This design comes from an exercise in tuning for small area, a short achievable clock period and few clock cycles per item on the open sky130 flow, not from production work. Only simulation tests tie the RTL to the original design; equivalence was not proved. Power and IR drop assume default switching activity.

== the reference run ==
// write_back_cache
module write_back_cache (
    input  wire                                   clk,
    input  wire                                   rst_n,
    input  wire                                   proc_read,
    input  wire                                   proc_write,
    input  wire [cache_pkg::addr_width-1:0]       proc_addr,
    input  wire cache_pkg::word_t                 proc_wdata,
    output wire cache_pkg::word_t                 proc_rdata,
    output wire                                   proc_stall,
    output wire                                   mem_read,
    output wire                                   mem_write,
    output wire [cache_pkg::line_addr_width-1:0]  mem_addr,
    output wire cache_pkg::line_t                 mem_wdata,
    input  wire cache_pkg::line_t                 mem_rdata,
    input  wire                                   mem_ready
);
Settings: LEC_CHECK=0, CAP_MARGIN=20, CORE_MARGIN=2, CORE_UTILIZATION=55, GPL_ROUTABILITY_DRIVEN=1, PLACE_DENSITY=0.75, SETUP_SLACK_MARGIN=0.8, SLEW_MARGIN=20, SYNTH_HIERARCHICAL=1; clock period 5.2 ns.
standard.sh (not shown) runs the stock make flow with config.mk's settings and CLKGATE_MAP_FILE= SYNTH_SCRIPT=/design/flow/synth_recipe.tcl, a recipe that flattens the netlist after the stock synthesis.
==> flow/flow/run.sh <==
#!/bin/bash
# Standard ORFS layout (the standard.sh, unchanged synthesis) with two changes:
#  - ports are buffered with sky130_fd_sc_hd__buf_1 (repair may upsize them later)
#  - clock tree built from clkbuf_4/clkbuf_8 with sink clusters of up to 20 within 45 um and no dummy loads
set -euo pipefail
export BUFFER_PORTS_ARGS="-buffer_cell sky130_fd_sc_hd__buf_1"
export CTS_ARGS="-sink_clustering_enable -repair_clock_nets -dont_use_dummy_load -buf_list {sky130_fd_sc_hd__clkbuf_4 sky130_fd_sc_hd__clkbuf_8} -sink_clustering_size 20 -sink_clustering_max_diameter 45"
bash standard.sh finish > standard_finish.log 2>&1 || { tail -50 standard_finish.log; exit 1; }
test -f out/final.def
Both conditions hold for the reference run: the flow ran to the end and the final layout passed the timing, design-rule and antenna checks.
Testbench counts of the reference run, summed over its fixed seeds: cycles 79,084, accesses 32,000.
--- input diff the reference run..the trial run ---
==> flow/flow/run.sh <==
#!/bin/bash
# Standard ORFS layout (the standard.sh, unchanged synthesis) with these changes:
#  - ports are buffered with sky130_fd_sc_hd__buf_1 (repair may upsize them later)
#  - clock tree built from clkbuf_4/clkbuf_8 with sink clusters of up to 20 within 45 um and no dummy loads
set -euo pipefail
export BUFFER_PORTS_ARGS="-buffer_cell sky130_fd_sc_hd__buf_1"
export CTS_ARGS="-sink_clustering_enable -repair_clock_nets -dont_use_dummy_load -buf_list {sky130_fd_sc_hd__clkbuf_4 sky130_fd_sc_hd__clkbuf_8} -sink_clustering_size 20 -sink_clustering_max_diameter 45"
bash standard.sh cts > standard_cts.log 2>&1 || { tail -50 standard_cts.log; exit 1; }
bash standard.sh SETUP_SLACK_MARGIN=1.0 finish > standard_finish.log 2>&1 || { tail -50 standard_finish.log; exit 1; }
test -f out/final.def
Results
The flow did not stop early for the trial run: all stages ran, and the layout cleared the timing, design-rule and antenna checks.
The trial run vs the reference run — tightest hold margin rose 0.020 ns.
Delta (the trial run minus the reference run): share of power burned in combinational logic shows an increase of 0.2 points, via count shows an increase of 0.83%, final-layout non-clock buffer area share shows an increase of 0.37 points, endpoint arrival time on the critical path shows a reduction of 0.11 ns.

Another version of the RTL of write_back_cache (not shown whole).
For scale: ~3800 cells after synthesis, ~390 I/O pins.
clock: 5.2 ns
lec_check: 0
abc_area: 1
cap_margin: 20
core_margin: 2
core_utilization: 55
gpl_routability_driven: 1
place_density: 0.75
setup_slack_margin: 0.8
slew_margin: 20
==> flow/flow/run.sh <==
#!/bin/bash
# Standard ORFS layout (the standard.sh, unchanged synthesis) with two changes:
#  - ports are buffered with sky130_fd_sc_hd__buf_1 (repair may upsize them later)
#  - clock tree built from clkbuf_4/clkbuf_8 with sink clusters of up to 16 within 40 um and no dummy loads
set -euo pipefail
export BUFFER_PORTS_ARGS="-buffer_cell sky130_fd_sc_hd__buf_1"
export CTS_ARGS="-sink_clustering_enable -repair_clock_nets -dont_use_dummy_load -buf_list {sky130_fd_sc_hd__clkbuf_4 sky130_fd_sc_hd__clkbuf_8} -sink_clustering_size 16 -sink_clustering_max_diameter 40"
bash standard.sh finish > standard_finish.log 2>&1 || { tail -50 standard_finish.log; exit 1; }
test -f out/final.def
The starting point ran to the end with no violations.
Testbench counts at the start, summed over its fixed seeds: cycles 79,084, accesses 32,000.
==> next run, changes <==
==> flow/flow/run.sh (replaced) <==
#!/bin/bash
# Standard ORFS layout (the standard.sh, unchanged synthesis) with these changes:
#  - ports are buffered with sky130_fd_sc_hd__buf_1 (repair may upsize them later)
#  - clock tree built from clkbuf_4/clkbuf_8 with sink clusters of up to 20 within 45 um and no dummy loads
set -euo pipefail
export BUFFER_PORTS_ARGS="-buffer_cell sky130_fd_sc_hd__buf_1"
export CTS_ARGS="-sink_clustering_enable -repair_clock_nets -dont_use_dummy_load -buf_list {sky130_fd_sc_hd__clkbuf_4 sky130_fd_sc_hd__clkbuf_8} -sink_clustering_size 20 -sink_clustering_max_diameter 45"
bash standard.sh cts > standard_cts.log 2>&1 || { tail -50 standard_cts.log; exit 1; }
bash standard.sh SETUP_SLACK_MARGIN=1.0 finish > standard_finish.log 2>&1 || { tail -50 standard_finish.log; exit 1; }
test -f out/final.def
The new run went through all stages and came out clean.
Critical path depth climbs by 4.
Global-route usage drops by 0.25 points.
Register-to-register slack is about the same.
Via count climbs by 2.6%.
Synthesized cell count is unchanged.
Total power drops by 1.5%.
Final area climbs by 2.2%.
Count of clock-buffer cells in the layout drops by 25.
==> next run, changes <==
==> flow/flow/run.sh (replaced) <==
#!/bin/bash
# Standard ORFS layout (the standard.sh, unchanged synthesis) with two changes:
#  - ports are buffered with sky130_fd_sc_hd__buf_1 (repair may upsize them later)
#  - clock tree built from clkbuf_4/clkbuf_8 with sink clusters of up to 16 within 40 um and no dummy loads
set -euo pipefail
export BUFFER_PORTS_ARGS="-buffer_cell sky130_fd_sc_hd__buf_1"
export CTS_ARGS="-sink_clustering_enable -repair_clock_nets -dont_use_dummy_load -buf_list {sky130_fd_sc_hd__clkbuf_4 sky130_fd_sc_hd__clkbuf_8} -sink_clustering_size 16 -sink_clustering_max_diameter 40"
bash standard.sh finish > standard_finish.log 2>&1 || { tail -50 standard_finish.log; exit 1; }
test -f out/final.def
--- a/flow/config.mk
+++ b/flow/config.mk
@@ -11,5 +11,4 @@
 export CORE_UTILIZATION = 55
 export GPL_ROUTABILITY_DRIVEN = 1
-export PLACE_DENSITY = 0.75
 export SETUP_SLACK_MARGIN = 0.8
 export SLEW_MARGIN = 20
=>
- final area shrinks by 0.65%
- setup slack is worse by 0.098 ns
- first-iteration DRC count shrinks by 28%
- area after synthesis stays the same
- power grows by 3.7%
- routed wire length grows by 1.8%
- hold slack is worse by 0.13 ns
- core utilization shrinks by 0.42 points

job 2136:
Another version of the RTL of write_back_cache (not shown whole).
For scale: about 2800 cells after synthesis, ~1200 flip-flops, ~390 I/O pins, ~49000 um2 of cells after synthesis.
==> flow/config.mk <==
export PLATFORM = sky130hd
export DESIGN_NAME = write_back_cache
export DESIGN_NICKNAME = write_back_cache
export VERILOG_FILES = /design/flow/design.v
export SDC_FILE = /design/flow/constraint.sdc
export NUM_CORES = 4
export LEC_CHECK = 0
export CAP_MARGIN = 20
export CORE_MARGIN = 2
export CORE_UTILIZATION = 60
export GPL_ROUTABILITY_DRIVEN = 1
export PLACE_DENSITY = 0.75
export SETUP_SLACK_MARGIN = 0.65
export SLEW_MARGIN = 20
export SYNTH_HIERARCHICAL = 1
==> flow/constraint.sdc <==
create_clock -name core_clock -period 5.2 [get_ports {clk}]
set_input_delay 1.0400 -clock core_clock [delete_from_list [all_inputs] [get_ports {clk}]]
set_output_delay 1.0400 -clock core_clock [all_outputs]
set_load 0.01 [all_outputs]
==> flow/flow/run.sh <==
#!/bin/bash
# Standard ORFS layout (the standard.sh, unchanged synthesis) with these changes:
#  - ports are buffered with sky130_fd_sc_hd__buf_1 (repair may upsize them later)
#  - clock tree built from clkbuf_4/clkbuf_8 with sink clusters of up to 20 within 45 um and no dummy loads
set -euo pipefail
export BUFFER_PORTS_ARGS="-buffer_cell sky130_fd_sc_hd__buf_1"
export CTS_ARGS="-sink_clustering_enable -repair_clock_nets -dont_use_dummy_load -buf_list {sky130_fd_sc_hd__clkbuf_4 sky130_fd_sc_hd__clkbuf_8} -sink_clustering_size 20 -sink_clustering_max_diameter 45"
bash standard.sh cts > standard_cts.log 2>&1 || { tail -50 standard_cts.log; exit 1; }
bash standard.sh SETUP_SLACK_MARGIN=1.0 finish > standard_finish.log 2>&1 || { tail -50 standard_finish.log; exit 1; }
test -f out/final.def
Job 2136 finished end to end and its layout was clean on timing, DRC and antenna.
Testbench counts of job 2136, summed over its fixed seeds: cycles 79,084, accesses 32,000.
Modified inputs, job 8908 compared to job 2136
- CORE_UTILIZATION: 60 -> 55
- SETUP_SLACK_MARGIN: 0.65 -> 0.5
Notes after the runs:
- Going from job 2136 to job 8908, the number of clock-tree buffers in the layout was found to have gone down by 1.
- Summary of job 8908 over job 2136: placeable core region +about 10%; final cell count +about 1.5%; worst setup slack +0.033 ns.
- Relative to job 2136, placed cell area decreased by 160 um2 in job 8908.
- On met1 usage in global routing: job 8908 sits below job 2136.
- Against job 2136, job 8908 comes in 0.87 points higher on proportion of cell area occupied by registers.
- Switching part of the total power delta (job 8908 -> job 2136): insignificant
- What job 2136 reported for routability-driven placement congestion ratio has to be multiplied by 1.06 to get the figure for job 8908.
- Job 8908 vs. job 2136: total power draw now smaller, proportion of power drawn by the clock network comparable.
#### Input delta (job 2211 over job 8908)
- changing SETUP_SLACK_MARGIN from 0.5 to 0.8
Job 2211 vs. job 8908: core utilization higher; share of final-layout standard cells stronger than drive strength 1 went up 2.0 points; power share of the combinational group climbed 0.5 points.
Job 8908 → job 2211: sum of net half-perimeters after detailed placement went up by 4.2%; total placed cells including tap cells did not really move; count of clock-buffer cells in the layout higher.
On wire length: between job 2211 and job 8908, it ends up higher for job 2211.
The global placer's final weighted congestion of job 2211 is lower than that of job 8908.
Going from job 8908 to job 2211, slew at the pin closest to its max-slew limit increased by 0.045 ns relative to the old numbers, final cell count increased by 60 relative to the old numbers.
### job 2211 -> job 2549
- a change of SETUP_SLACK_MARGIN from 0.8 to 0.65
Findings:
Job 2549 reports a lower global-route wire length before repair than job 2211 does. Against job 2211, design area in job 2549 fell slightly. Post-detailed-route via-to-cell ratio went down slightly going from job 2211 to job 2549.

## what the ideal ports hide
In the flow no input, the clock included, has a driving cell. The finished layouts below were timed again as built, in two steps.
Step 1 assumes that a clkbuf_16 drives the clock port and a buf_2 every other input.
Step 2, shift: input delay + t, output delay - t, t = (earliest + latest rising clock arrival at the registers) / 2. This alone moves slack from input paths to output paths.
Three values: no drivers, after step 1, after step 2; two values: the first two.
run | shift t [ns] | slack for setup (ns) | worst setup path at the end | cell pins on the clock port's net
the reference run | 0.820 | 0.755 / 0.725 / 0.580 | input to register | 1
the trial run | 0.825 | 0.856 / 0.793 / 0.435 | input to register | 1
the first run of note 2 | 0.889 | 0.762 / 0.651 / 0.472 | input to register | 1
the second run of note 2 | 0.865 | 0.887 / 0.824 / 0.530 | input to register | 1
the third run of note 2 | 0.893 | 0.789 / 0.759 / 0.532 | input to register | 1
job 2136 | 0.818 | 0.935 / 0.840 / 0.442 | input to register | 1
job 8908 | 0.791 | 0.968 / 0.815 / 0.450 | input to register | 1
job 2211 | 0.811 | 0.875 / 0.772 / 0.720 | input to register | 1
job 2549 | 0.791 | 0.990 / 0.919 / 0.600 | input to register | 1
After both steps every run listed still meets setup and hold. For job 8908, which loses most, drivers alone change the setup slack by -0.153 ns; drivers and shift together by -0.518 ns.
